Source: an optimization exercise on an open RTL-to-GDS flow (aim: a short achievable clock period and few clock cycles). Production flows keep margins and buffers that such runs may drop. Function was checked by simulation only, so behaviour that the tests miss may differ from the original. Power is estimated from default activity; no workload was simulated.

==> flow/design.v (excerpt) <==
module mips_core
(
   input  logic                    clk,
   input  logic                    reset,
   input  logic [32-1:0]  mem_data,
   output logic                    mem_read,
   output logic                    mem_write,
   output logic [32-1:0]  adr,
   output logic [32-1:0]  write_data,
   output logic                    halted
);
==> flow/config.mk <==
export PLATFORM = sky130hd
export DESIGN_NAME = mips_core
export DESIGN_NICKNAME = mips_core
export VERILOG_FILES = /design/flow/design.v
export SDC_FILE = /design/flow/constraint.sdc
export NUM_CORES = 4
export LEC_CHECK = 0
export ABC_CLOCK_PERIOD_IN_PS = 3000
export CAP_MARGIN = 40
export CORE_MARGIN = 2
export CORE_UTILIZATION = 40
export SETUP_SLACK_MARGIN = 5
export SLEW_MARGIN = 60
export TNS_END_PERCENT = 100
==> flow/constraint.sdc <==
create_clock -name core_clock -period 10.5 [get_ports {clk}]
set_input_delay 2.1000 -clock core_clock [delete_from_list [all_inputs] [get_ports {clk}]]
set_output_delay 2.1000 -clock core_clock [all_outputs]
set_load 0.01 [all_outputs]
standard.sh (not shown) runs the stock make flow with config.mk's settings and CLKGATE_MAP_FILE= SYNTH_SCRIPT=/design/flow/synth_recipe.tcl, a recipe that flattens the netlist after the stock synthesis.
==> flow/flow/run.sh <==
#!/bin/bash
# Standard ORFS layout, with the setup repair aiming past the design's period
# (so the achieved period is as short as the repair can make it) and free to
# resize cells to other footprints.
set -euo pipefail
bash standard.sh SETUP_SLACK_MARGIN=7 MATCH_CELL_FOOTPRINT=0 finish > standard_flow.log 2>&1
The starting point produced a clean layout.
Testbench counts at the start, summed over its fixed seeds: cycles 9,341.
Change:
--- a/flow/flow/run.sh
+++ b/flow/flow/run.sh
@@ -5,2 +5,2 @@
 set -euo pipefail
-bash standard.sh SETUP_SLACK_MARGIN=7 MATCH_CELL_FOOTPRINT=0 finish > standard_flow.log 2>&1
+bash standard.sh SETUP_SLACK_MARGIN=7.5 MATCH_CELL_FOOTPRINT=0 finish > standard_flow.log 2>&1
The new run completed without violations.
Sequential power drops by about 0.6%.
Die area does not change.
Global-route usage rose by 0.85 points.
Register-to-register slack hardly moves.
Count of clock-buffer cells in the layout is higher by 1.
Area after synthesis does not change.
Power increases by about 3.6%.
Final area grows by about 3.3%.
Combinational power rose by about 20%.
Sequential share of layout area decreases by 1.5 points.

---

mips_core, a different RTL version from the one above (not shown whole).
Size in the first run: roughly 5200 cells after synthesis, ~1500 flip-flops, about 67000 sq um of cells after synthesis.
export LEC_CHECK = 0
export ABC_CLOCK_PERIOD_IN_PS = 3000
export CAP_MARGIN = 40
export CORE_MARGIN = 2
export CORE_UTILIZATION = 40
export SETUP_SLACK_MARGIN = 5
export SLEW_MARGIN = 60
export TNS_END_PERCENT = 100
create_clock -name core_clock -period 10.5 [get_ports {clk}]
==> flow/flow/run.sh <==
#!/bin/bash
# Standard ORFS layout, with the setup repair aiming past the design's period
# (so the achieved period is as short as the repair can make it) and free to
# resize cells to other footprints.
set -euo pipefail
bash standard.sh SETUP_SLACK_MARGIN=7 MATCH_CELL_FOOTPRINT=0 finish > standard_flow.log 2>&1
Testbench counts at the start, summed over its fixed seeds: cycles 9,341.
Change:
==> flow/flow/run.sh (replaced) <==
#!/bin/bash
# Standard ORFS layout with a larger setup repair margin: the repair keeps
# working past the design's period so the achieved period is as short as it can make it.
set -euo pipefail
bash standard.sh SETUP_SLACK_MARGIN=7 finish > standard_flow.log 2>&1
CAP_MARGIN = 20   (was 40)
SLEW_MARGIN = 20   (was 60)
Via count fell slightly.
Clock power fell by a few percent.
Setup slack loses 0.37 ns.
Utilization fell by 0.96 points.
Total power fell slightly.
Count of clock-buffer cells in the layout rose by 5.
Flip-flop and latch count is unchanged.
Wire length rose slightly.
Area after synthesis is unchanged.
Final area fell by a few percent.
Change:
==> flow/flow/run.sh (replaced) <==
#!/bin/bash
# Standard ORFS layout, with the setup repair aiming past the design's period
# (so the achieved period is as short as the repair can make it) and free to
# resize cells to other footprints.
set -euo pipefail
bash standard.sh SETUP_SLACK_MARGIN=7.5 MATCH_CELL_FOOTPRINT=0 finish > standard_flow.log 2>&1
CAP_MARGIN = 40   (was 20)
SLEW_MARGIN = 60   (was 20)
The new run produced a clean layout.
Setup slack is better by 0.44 ns.
Synthesized area does not change.
Wire length rises by 0.99%.
Non-clock buffer count increases by 112.
Design area climbs by 4.5%.
Cell count went up by 1.5%.
Count of clock-buffer cells in the layout increases by 19.
Via count is higher by 1.6%.
First-iteration DRC count fell by 3.1%.
Worst hold slack got worse by 0.0044 ns.

static timing again, ports no longer ideal:
In the flow no input, the clock included, has a driving cell. The finished layouts below were timed again as built, in two steps.
Step 1, drivers: a clkbuf_16 drives clk and a buf_2 each remaining input, both assumed.
Step 2 also shifts input and output timing later by t, the mid clock arrival at the registers, as if the neighbouring blocks saw the same clock.
Slacks: ideal ports / drivers / drivers and shift; pairs: ideal ports / drivers.
run	t (ns)	slack for setup (ns)	worst setup path at the end
the first run of note 1	0.903	6.939 / 6.939 / 6.143	input to register
the second run of note 1	0.913	6.936 / 6.936 / 6.407	input to register
the first run of note 2	0.889	7.019 / 6.965 / 6.264	input to register
the second run of note 2	0.881	6.654 / 6.654 / 6.223	input to register
the third run of note 2	0.889	7.089 / 7.038 / 6.262	input to register
After both steps setup and hold are still met in every run listed. The setup slack of the third run of note 2, which loses most, moves by -0.051 ns with the drivers and by -0.827 ns with both steps.
